This is an optimization exercise on Yosys and OpenROAD, whose aim is small area, a short achievable clock period and few clock cycles per item, not a production implementation. In this exercise RTL edits were held to simulation tests only and were not proved equivalent to the original.

`config.mk`:
```
export PLATFORM = sky130hd
export DESIGN_NAME = positional_insert_remove_array
export DESIGN_NICKNAME = positional_insert_remove_array
export VERILOG_FILES = /design/flow/design.v
export SDC_FILE = /design/flow/constraint.sdc
export NUM_CORES = 4
export LEC_CHECK = 0
export CAP_MARGIN = 20
export CORE_MARGIN = 2
export CORE_UTILIZATION = 55
export CTS_BUF_LIST = sky130_fd_sc_hd__clkbuf_4 sky130_fd_sc_hd__clkbuf_8
export SETUP_SLACK_MARGIN = 3.6
export SLEW_MARGIN = 20
```
`constraint.sdc`:
```
create_clock -name core_clock -period 6.5 [get_ports {aclk}]
set_input_delay 1.3000 -clock core_clock [delete_from_list [all_inputs] [get_ports {aclk}]]
set_output_delay 1.3000 -clock core_clock [all_outputs]
set_load 0.01 [all_outputs]
```
`design.v`:
```
`default_nettype none
package pira_pkg;
    localparam int MODE_W  = 3;
    localparam int POS_W   = 7;
    localparam int WORD_W  = 32;
    localparam int STAT_W  = 2;
    localparam int COUNT_W = 7;
    localparam logic [MODE_W-1:0] MODE_INSERT = 3'd0;
    localparam logic [MODE_W-1:0] MODE_PUSH   = 3'd1;
    localparam logic [MODE_W-1:0] MODE_REMOVE = 3'd2;
    localparam logic [MODE_W-1:0] MODE_POP    = 3'd3;
    localparam logic [MODE_W-1:0] MODE_LOOKUP = 3'd4;
    localparam logic [STAT_W-1:0] STAT_OK    = 2'd0;
    localparam logic [STAT_W-1:0] STAT_RANGE = 2'd1;
    localparam logic [STAT_W-1:0] STAT_UNDER = 2'd2;
    localparam logic [STAT_W-1:0] STAT_FULL  = 2'd3;
    typedef enum logic [3:0] {
        ST_IDLE  = 4'b0001,
        ST_SHIFT = 4'b0010,
        ST_FILL  = 4'b0100,
        ST_DONE  = 4'b1000
    } state_t;
endpackage
`default_nettype wire
`default_nettype none
module positional_insert_remove_array #(
    parameter int CAPACITY = 64
) (
    input  wire logic                                aclk,
    input  wire logic                                aresetn,
    input  wire logic                                s_valid,
    output logic                                     s_ready,
    input  wire logic [pira_pkg::MODE_W-1:0]         s_mode,
    input  wire logic [pira_pkg::POS_W-1:0]          s_position,
    input  wire logic signed [pira_pkg::WORD_W-1:0]  s_item_value,
    output logic                                     m_valid,
    input  wire logic                                m_ready,
    output logic signed [pira_pkg::WORD_W-1:0]       m_read_value,
    output logic [pira_pkg::STAT_W-1:0]              m_status,
    output logic [pira_pkg::COUNT_W-1:0]             m_element_count
);
    localparam int W      = pira_pkg::WORD_W;
    localparam int CNT_W  = pira_pkg::COUNT_W;
    localparam int RES_W  = W + pira_pkg::STAT_W + CNT_W;
    logic                        s_ready_reg;
    logic                        x_v;     
    logic                        x_ins;   
    logic                        x_rem;   
    logic [CAPACITY-1:0]         x_rsel;  
    logic [pira_pkg::STAT_W-1:0] x_stat;
    logic [CAPACITY-1:0]         x_ge;    
    logic [W-1:0]                x_val;
    logic [CNT_W-1:0]            cnt;     
    logic [CAPACITY-1:0][W-1:0]  arr;
    logic [CNT_W-1:0]    cnt_n;
    logic [CAPACITY-1:0] x_eq;
    logic [W-1:0]        r_word;
    assign cnt_n    = x_ins ? (cnt + CNT_W'(1)) : x_rem ? (cnt - CNT_W'(1)) : cnt;
    assign x_eq     = x_ge & ~{x_ge[CAPACITY-2:0], 1'b0};
    always_ff @(posedge aclk) begin
        if (!aresetn) cnt <= '0;
        else          cnt <= cnt_n;
    end
    always_comb begin
        r_word = '0;
        for (int i = 0; i < CAPACITY; i++)
            r_word = r_word | ({W{x_rsel[i]}} & arr[i]);
    end
    for (genvar i = 0; i < CAPACITY; i++) begin : g_row
        logic sel_up, sel_dn, sel_new, sel_hold;
        logic [W-1:0] lower, upper;
        if (i == 0) begin : g_lo
            assign sel_up = 1'b0;
            assign lower  = '0;
        end else begin : g_lo
            assign sel_up = x_ins && x_ge[i-1];
            assign lower  = arr[i-1];
        end
        if (i == CAPACITY - 1) begin : g_hi
            assign upper = arr[i];
        end else begin : g_hi
            assign upper = arr[i+1];
        end
        assign sel_new  = x_ins && x_eq[i];
        assign sel_dn   = x_rem && x_ge[i];
        assign sel_hold = !(x_ins || sel_dn) || !(x_ge[i]);
        always_ff @(posedge aclk) begin
            arr[i] <= ({W{sel_hold}} & arr[i]) | ({W{sel_up}} & lower) |
                      ({W{sel_dn}} & upper) | ({W{sel_new}} & x_val);
        end
    end
    logic       acc;
    logic       m_ins, m_push, m_rem, m_pop, m_look;
    logic       pos_le, pos_lt, full_n, empty_n;
    logic       d_ins, d_rem, d_rd;
    logic [pira_pkg::STAT_W-1:0] d_stat;
    logic [CAPACITY-1:0]         d_ge, d_rsel;
    assign acc     = s_valid && s_ready_reg;
    assign m_ins   = (s_mode == pira_pkg::MODE_INSERT);
    assign m_push  = (s_mode == pira_pkg::MODE_PUSH);
    assign m_rem   = (s_mode == pira_pkg::MODE_REMOVE);
    assign m_pop   = (s_mode == pira_pkg::MODE_POP);
    assign m_look  = (s_mode == pira_pkg::MODE_LOOKUP);
    assign pos_le  = (s_position <= cnt_n);
    assign pos_lt  = (s_position < cnt_n);
    assign full_n  = cnt_n[CNT_W-1];
    assign empty_n = (cnt_n == '0);
    assign d_ins = acc && ((m_ins && pos_le) || m_push) && !full_n;
    assign d_rem = acc && ((m_rem && pos_lt) || (m_pop && !empty_n));
    assign d_rd  = d_rem || (acc && m_look && pos_lt);
    always_comb begin
        d_stat = pira_pkg::STAT_OK;
        if ((m_ins && !pos_le) || ((m_rem || m_look) && !pos_lt))
            d_stat = pira_pkg::STAT_RANGE;
        else if ((m_ins || m_push) && full_n)
            d_stat = pira_pkg::STAT_FULL;
        else if (m_pop && empty_n)
            d_stat = pira_pkg::STAT_UNDER;
    end
    always_comb begin
        for (int i = 0; i < CAPACITY; i++) begin
            if (m_push)
                d_ge[i] = (cnt_n <= CNT_W'(i));
            else if (m_pop)
                d_ge[i] = (cnt_n <= CNT_W'(i + 1));
            else
                d_ge[i] = (s_position <= CNT_W'(i));
            if (m_pop)
                d_rsel[i] = d_rd && (cnt_n == CNT_W'(i + 1));
            else
                d_rsel[i] = d_rd && (s_position == CNT_W'(i));
        end
    end
    always_ff @(posedge aclk) begin
        if (!aresetn) begin
            x_v   <= 1'b0;
            x_ins <= 1'b0;
            x_rem <= 1'b0;
            x_rsel <= '0;
        end else begin
            x_v   <= acc;
            x_ins <= d_ins;
            x_rem <= d_rem;
            x_rsel <= d_rsel;
        end
        x_stat <= d_stat;
        x_ge   <= d_ge;
        x_val  <= s_item_value;
    end
    logic [1:0]       qn;           
    logic [RES_W-1:0] q0, q1, q2;
    logic             mv;
    logic [RES_W-1:0] res;
    logic             pop_q, push_q;
    logic [1:0]       qn_next;
    assign res     = {r_word, x_stat, cnt_n};
    assign pop_q   = mv && m_ready;
    assign push_q  = x_v;
    assign qn_next = qn - {1'b0, pop_q} + {1'b0, push_q};
    always_ff @(posedge aclk) begin
        if (!aresetn) begin
            qn          <= '0;
            mv          <= 1'b0;
            s_ready_reg <= 1'b1;
        end else begin
            qn          <= qn_next;
            mv          <= (qn_next != 2'd0);
            s_ready_reg <= ({1'b0, qn_next} + {2'b0, acc}) < 3'd3;
        end
        if (pop_q) begin
            if (qn == 2'd1) q0 <= res;
            else            q0 <= q1;
        end else if (qn == 2'd0) begin
            q0 <= res;
        end
        if (pop_q) begin
            if (qn == 2'd2) q1 <= res;
            else            q1 <= q2;
        end else if (qn == 2'd1) begin
            q1 <= res;
        end
        if (!pop_q && qn == 2'd2) q2 <= res;
    end
    assign s_ready         = s_ready_reg;
    assign m_valid         = mv;
    assign m_read_value    = q0[RES_W-1 -: W];
    assign m_status        = q0[CNT_W +: pira_pkg::STAT_W];
    assign m_element_count = q0[CNT_W-1:0];
endmodule
`default_nettype wire
```
`run.sh`:
```
#!/bin/bash
# synth_recipe.tcl (not shown) runs the flow's synth.tcl, then flattens the netlist and writes it again
# the make line also repeats each setting of config.mk as NAME=value (left out here)
make -C /OpenROAD-flow-scripts/flow DESIGN_CONFIG=/design/flow/config.mk WORK_HOME=/design/flow/orfs CLKGATE_MAP_FILE= SYNTH_SCRIPT=/design/flow/synth_recipe.tcl finish
```
==> results.ini <==
[status]
status=stopped before the end
haltStage=5_1_grt
error=[ERROR GRT-0116] Global routing finished with congestion. Check the congestion regions in the DRC Viewer.

[die]
die_y_um=445
io_pins=89
die_w_um=445
row_count=161
start_util=0.555

[global_routing]
grt_first_pass_wirelength_um=1280000
track_usage=0.906
grt_pass1_vias=141000
overflow=1387
grt_max_degree=65

[logic_synthesis]
synth_ff_type=dfxtp_1
synth_area_sq_mm=0.107
ys_seq_area_frac=0.447
ys_seq_elements=2347
synth_top_area_share=0.424
postSynth.asyncResetShare=0
synth_top_area_cell=dfxtp_1
ys_types=94
synthCells=12400
syn_area_per_cell_sq_um=8.60
synth_area_leaders=dfxtp_1 (42%), a222oi_1 (19%), nand2_1 (15%)
synthesis.nets=12500
synth-edff-count=82
yosysWarningCount=1

[placed_design]
place_congestion=1.18
hpwl_um=465000
port_buffers=88

[cts]
clockRootBuffer=clkbuf_8
numClockSinks=2347
ctsHoldBuffers=0
cts_buffers=404
cts_buffer_depth=4
htree_levels=5

[synthesized netlist by cell type, drive strengths merged, types with 4 or more instances]
cell	n
a211oi	12
nand3	56
clkbuf	1324
nor4	7
a32oi	18
o211ai	44
o22ai	22
or2	9
nand4	137
nor2b	68
and3	15
edfxtp	82
nor3	51
o31ai	6
a21oi	120
a22oi	17
a221oi	524
a21o	7
nor3b	5
dfxtp	2265
a22o	577
a31oi	18
ha	13
and2	144
inv	83
o311ai	4
a222oi	2048
nand3b	14
or4	34
or3	4
nor2	214
xnor2	5
buf	158
o21ai	134
nand2b	8
nand2	4135
[how the worst min path moves through the flow]
stage / cells after the start / end
2_1_floorplan: 2 / arr[1502]
3_3_place_gp: 2 / arr[587]
3_5_place_dp: 2 / arr[1114]
4_1_cts: 2 / arr[1685]
[logic make-up after synthesis]
logic type | Yosys count | share of synthesized area
compound gates | 3585 | 0.308
fa+ha+maj | 13 | 0.00152
flops | 2347 | 0.447
mux | 1 | 0.000129
xor+xnor | 5 | 0.000585
buf+inv | 1566 | 0.0559
simple gates | 4915 | 0.187
[power by group through the flow]
stage	clock network, uW	logic [uW]	registers [uW]
floorplan	0	6040	24600
global placement	0	7410	28100
detailed placement	0	7900	28400
CTS	14400	7930	28100
[stage by stage]
| step | utilization | hold slack, ns | std cells | setup slack [ns] | area (sq um) |
|---|---|---|---|---|---|
| floorplan | - | 0.447 | 12400 | 3.43 | 107000 |
| global placement | 0.569 | 0.457 | 14000 | 2.05 | 110000 |
| detailed placement | 0.570 | 0.465 | 14000 | 2.03 | 110000 |
| CTS | 0.624 | 0.473 | 14800 | 3.36 | 120000 |
[metal layers]
metal,overflow,global-route usage
met2,447,0.964
met4,402,0.847
met1,227,0.924
met3,273,0.862
met5,38,0.710
[timing repair]
action                      CTS
setup buffers                68
setup endpoints to repair  2210
gates cloned                 16
resized for setup           469
pin swaps                    33
Testbench counts, summed over its fixed seeds: cycles 12,016, items 12,000.
